This design comes from an exercise in tuning for small area on the open sky130 flow, not from production work.
The RTL was checked by simulation tests, not by an equivalence proof against the original design.
No activity file was given, so power comes from the tool's default toggle rates.

Setup of P:
// datapath
module datapath (
    input  logic                    clk,
    input  logic                    rstN_i,
    input  logic                    iStall_i,
    input  logic                    dStall_i,
    output logic [32-1:0]   pcF_o,
    output logic                    instEnF_o,
    input  logic [32-1:0]   instrF_i,
    output logic                    memEnM_o,
    output logic [32-1:0]   memAddrM_o,
    output logic [3:0]              memWenM_o,
    output logic [32-1:0]   memWdataM_o,
    input  logic [32-1:0]   memRdataM_i,
    output logic [32-1:0]   debugWbPc_o,
    output logic [3:0]              debugWbRfWen_o,
    output logic [5-1:0] debugWbRfWnum_o,
    output logic [32-1:0]   debugWbRfWdata_o
);
Size: about 1200 flip-flops, about 240 I/O pins, roughly 0.044 mm² of cells after synthesis.
clock: 5.5 ns
lec_check: 0
cap_margin: 20
core_margin: 2
core_utilization: 60
cts_buf_list: sky130_fd_sc_hd__clkbuf_16
cts_cluster_diameter: 100
cts_cluster_size: 22
place_density: 0.72
slew_margin: 20
standard.sh (not shown) runs the stock make flow with config.mk's settings and CLKGATE_MAP_FILE= SYNTH_SCRIPT=/design/flow/synth_recipe.tcl, a recipe that flattens the netlist after the stock synthesis.
==> flow/flow/run.sh <==
#!/bin/bash
# The standard layout, with every port buffered by the smallest buffer
# (sky130_fd_sc_hd__buf_1) instead of the one buffer_ports picks by default.
set -euo pipefail
export BUFFER_PORTS_ARGS="-buffer_cell sky130_fd_sc_hd__buf_1"
bash standard.sh > standard.log 2>&1
Setup changes, P to T
- a change of CTS_CLUSTER_SIZE from 22 to 20
==> run notes <==
Diff P -> T: arrival time of data at the critical path endpoint climbed 0.11 ns, layout clock buffer count climbed about 16%, design area climbed 0.67%.
There was hardly any difference in global-route usage between P and T.
From P to T the numbers moved as follows: setup slack dropped 0.0033 ns; total length of routed met3 wires climbed 2.9%; number of cells traversed by the worst register-to-register path dropped 7.
Between P and T, sequential share of layout area decreased.
Between T and P, it is T whose critical path depth is lower, by 7.
Compared with P, in T tightest hold margin now larger; power now larger.

========
Setup of job 104:
Another version of the RTL of datapath (not shown whole).
Size: ~5,800 cells after synthesis, about 1,200 flip-flops, ~240 I/O pins, ~48,000 µm² of cells after synthesis.
Settings: LEC_CHECK=0, ABC_AREA=1, CAP_MARGIN=20, CORE_MARGIN=2, CORE_UTILIZATION=40, CTS_BUF_LIST=sky130_fd_sc_hd__clkbuf_8, PLACE_DENSITY=0.6, SLEW_MARGIN=20; clock period 5.5 ns.
run.sh (not shown) runs the stock make flow with config.mk's settings and CLKGATE_MAP_FILE= SYNTH_SCRIPT=/design/flow/synth_recipe.tcl, a recipe that flattens the netlist after the stock synthesis.
Stock flow here: none of the scripts above is used.
Having completed the whole flow, job 104 delivered a layout that passed the timing, design-rule and antenna checks.
Input changes introduced in job 102 (baseline for comparison: job 104):
# job 104
export LEC_CHECK = 0
export ABC_AREA = 1
export CAP_MARGIN = 20
export CORE_MARGIN = 2
export CORE_UTILIZATION = 40
export CTS_BUF_LIST = sky130_fd_sc_hd__clkbuf_8
export PLACE_DENSITY = 0.6
export SLEW_MARGIN = 20
create_clock -name core_clock -period 5.5 [get_ports {clk}]
# job 102
export LEC_CHECK = 0
export CAP_MARGIN = 20
export CORE_MARGIN = 2
export CORE_UTILIZATION = 40
export PLACE_DENSITY = 0.6
export SLEW_MARGIN = 20
create_clock -name core_clock -period 5.5 [get_ports {clk}]
### Flow results
- On via count, job 102 does better than job 104.
- Job 102: full flow OK, the timing, design-rule and antenna checks passed
- Insertion delay of the later-clocked pin in the worst-skew pair: higher on job 104
- Post-layout total power: higher on job 102
- Looking at longest individual stage delay on the worst path across job 104 and job 102, the one that comes out lower is job 102.
- Run comparison: job 102 worst setup path endpoint aReg[17]; job 104 worst setup path endpoint pcF_o[29]
- Delta(core utilization, job 102 - job 104) > 0
- Of job 104 and job 102, job 104 shows the higher switching fraction of total power, with job 102 below it.
- Compared with job 104, job 102 shows number of non-clock buffers higher by 67%.
- Relative to job 104, the floorplan die area measured on job 102 has decreased by a few percent.
- Across both runs, combinational power share was lower for job 102 than for job 104.
- met3 global-route usage for job 102 is higher than for job 104.

========
datapath, a different RTL version from the one above (not shown whole).
For scale: ~3700 cells after synthesis, roughly 1200 flip-flops, roughly 44000 um^2 of cells after synthesis.
clock: 5.5 ns
lec_check: 0
cap_margin: 20
core_margin: 2
core_utilization: 60
cts_buf_list: sky130_fd_sc_hd__clkbuf_16
cts_cluster_diameter: 100
cts_cluster_size: 20
gpl_timing_driven: 0
place_density: 0.72
slew_margin: 20
standard.sh (not shown) runs the stock make flow with config.mk's settings and CLKGATE_MAP_FILE= SYNTH_SCRIPT=/design/flow/synth_recipe.tcl, a recipe that flattens the netlist after the stock synthesis.
Scripts as last shown in full above: flow/flow/run.sh
The baseline finished with setup timing left.
Edit:
Settings changed: GPL_TIMING_DRIVEN 0 to default.
After rerunning: Now the flow completed with no timing, DRC or antenna violations; power falls by 1.2%; cell area stays flat; area after synthesis stays the same; non-clock buffer count shrinks by 23; synthesized cell count stays the same; register-to-register slack improved by 0.32 ns; worst hold slack is about the same; sequential power barely changes; via count goes down by 3.2%.

========
== before ==
datapath with an RTL version that a note above also has.
Size: about 3900 cells after synthesis, about 1200 flip-flops, roughly 44000 um2 of cells after synthesis.
## datapath
module datapath (
    input  logic                    clk,
    input  logic                    rstN_i,
    input  logic                    iStall_i,
    input  logic                    dStall_i,
    output logic [32-1:0]   pcF_o,
    output logic                    instEnF_o,
    input  logic [32-1:0]   instrF_i,
    output logic                    memEnM_o,
    output logic [32-1:0]   memAddrM_o,
    output logic [3:0]              memWenM_o,
    output logic [32-1:0]   memWdataM_o,
    input  logic [32-1:0]   memRdataM_i,
    output logic [32-1:0]   debugWbPc_o,
    output logic [3:0]              debugWbRfWen_o,
    output logic [5-1:0] debugWbRfWnum_o,
    output logic [32-1:0]   debugWbRfWdata_o
);
export LEC_CHECK = 0
export CAP_MARGIN = 20
export CORE_MARGIN = 2
export CORE_UTILIZATION = 60
export CTS_BUF_LIST = sky130_fd_sc_hd__clkbuf_16
export CTS_CLUSTER_DIAMETER = 100
export CTS_CLUSTER_SIZE = 28
export PLACE_DENSITY = 0.72
export SLEW_MARGIN = 20
create_clock -name core_clock -period 5.5 [get_ports {clk}]
Scripts as last shown in full above: flow/flow/run.sh
> inputs changed (before -> after)
Settings: a change of CTS_CLUSTER_SIZE from 28 to 24.
==> run notes <==
Comparing before and after, met2 layer wire length in the routed design is higher on before. Reported for before and after, vertical die dimension turned out identical to the last digit. before and after ended up with nearly the same clock transition at the registers of the reported paths. after vs before on reported net switching power: after is the higher one. before → after: iteration count of the initial detailed-routing pass went down 1, time the worst path needs with I/O delays and setup down 0.039 ns. before -> after: total global routing track utilization flat. Between before and after, post-layout utilization of the core is lower for before, after comes in above that. Of after and before, it is after that has the higher slew at the pin closest to its max-slew limit. [after] share of the clock period used by the worst path fell 0.71 points relative to before. Final non-filler cell area: after vs before up 0.43%.

==> port drivers added, routing unchanged <==
Ports are ideal in the flow. The routed layouts listed here were re-timed in OpenROAD.
Step 1 sets driving cells, clkbuf_16 on the clock port and buf_2 on the other inputs (assumed; they add their load-dependent delay and slew).
Step 2 times the ports against the registers' clock, not the clock port: input delays grow and output delays shrink by t, the midpoint of the rising clock arrivals with the driver on.
Three values: no drivers, after step 1, after step 2; two values: the first two.
run | t, ns | setup slack, ns | worst hold slack (ns) | worst setup path after step 2
P | 0.742 | 0.222 / 0.222 / -0.059 | 0.311 / 0.311 / 0.311 | input to register
T | 0.711 | 0.219 / 0.219 / -0.193 | 0.335 / 0.335 / 0.335 | input to register
job 104 | 0.968 | 0.276 / 0.207 / 0.091 | 0.287 / 0.239 / 0.307 | input to register
job 102 | 0.793 | 0.293 / 0.307 / -0.448 | 0.319 / 0.319 / 0.319 | input to register
the first run of note 3 | 0.718 | -0.091 / -0.091 / -0.655 | 0.337 / 0.337 / 0.337 | input to register
the second run of note 3 | 0.711 | 0.226 / 0.226 / 0.077 | 0.339 / 0.339 / 0.339 | input to register
before | 0.726 | 0.232 / 0.232 / -0.121 | 0.332 / 0.332 / 0.332 | input to register
after | 0.738 | 0.271 / 0.271 / -0.134 | 0.309 / 0.309 / 0.309 | input to register
With both steps, setup timing fails in 5 of these runs, where it was met with ideal ports. For job 102, which loses most, drivers alone change the setup slack by +0.014 ns; drivers and shift together by -0.741 ns.
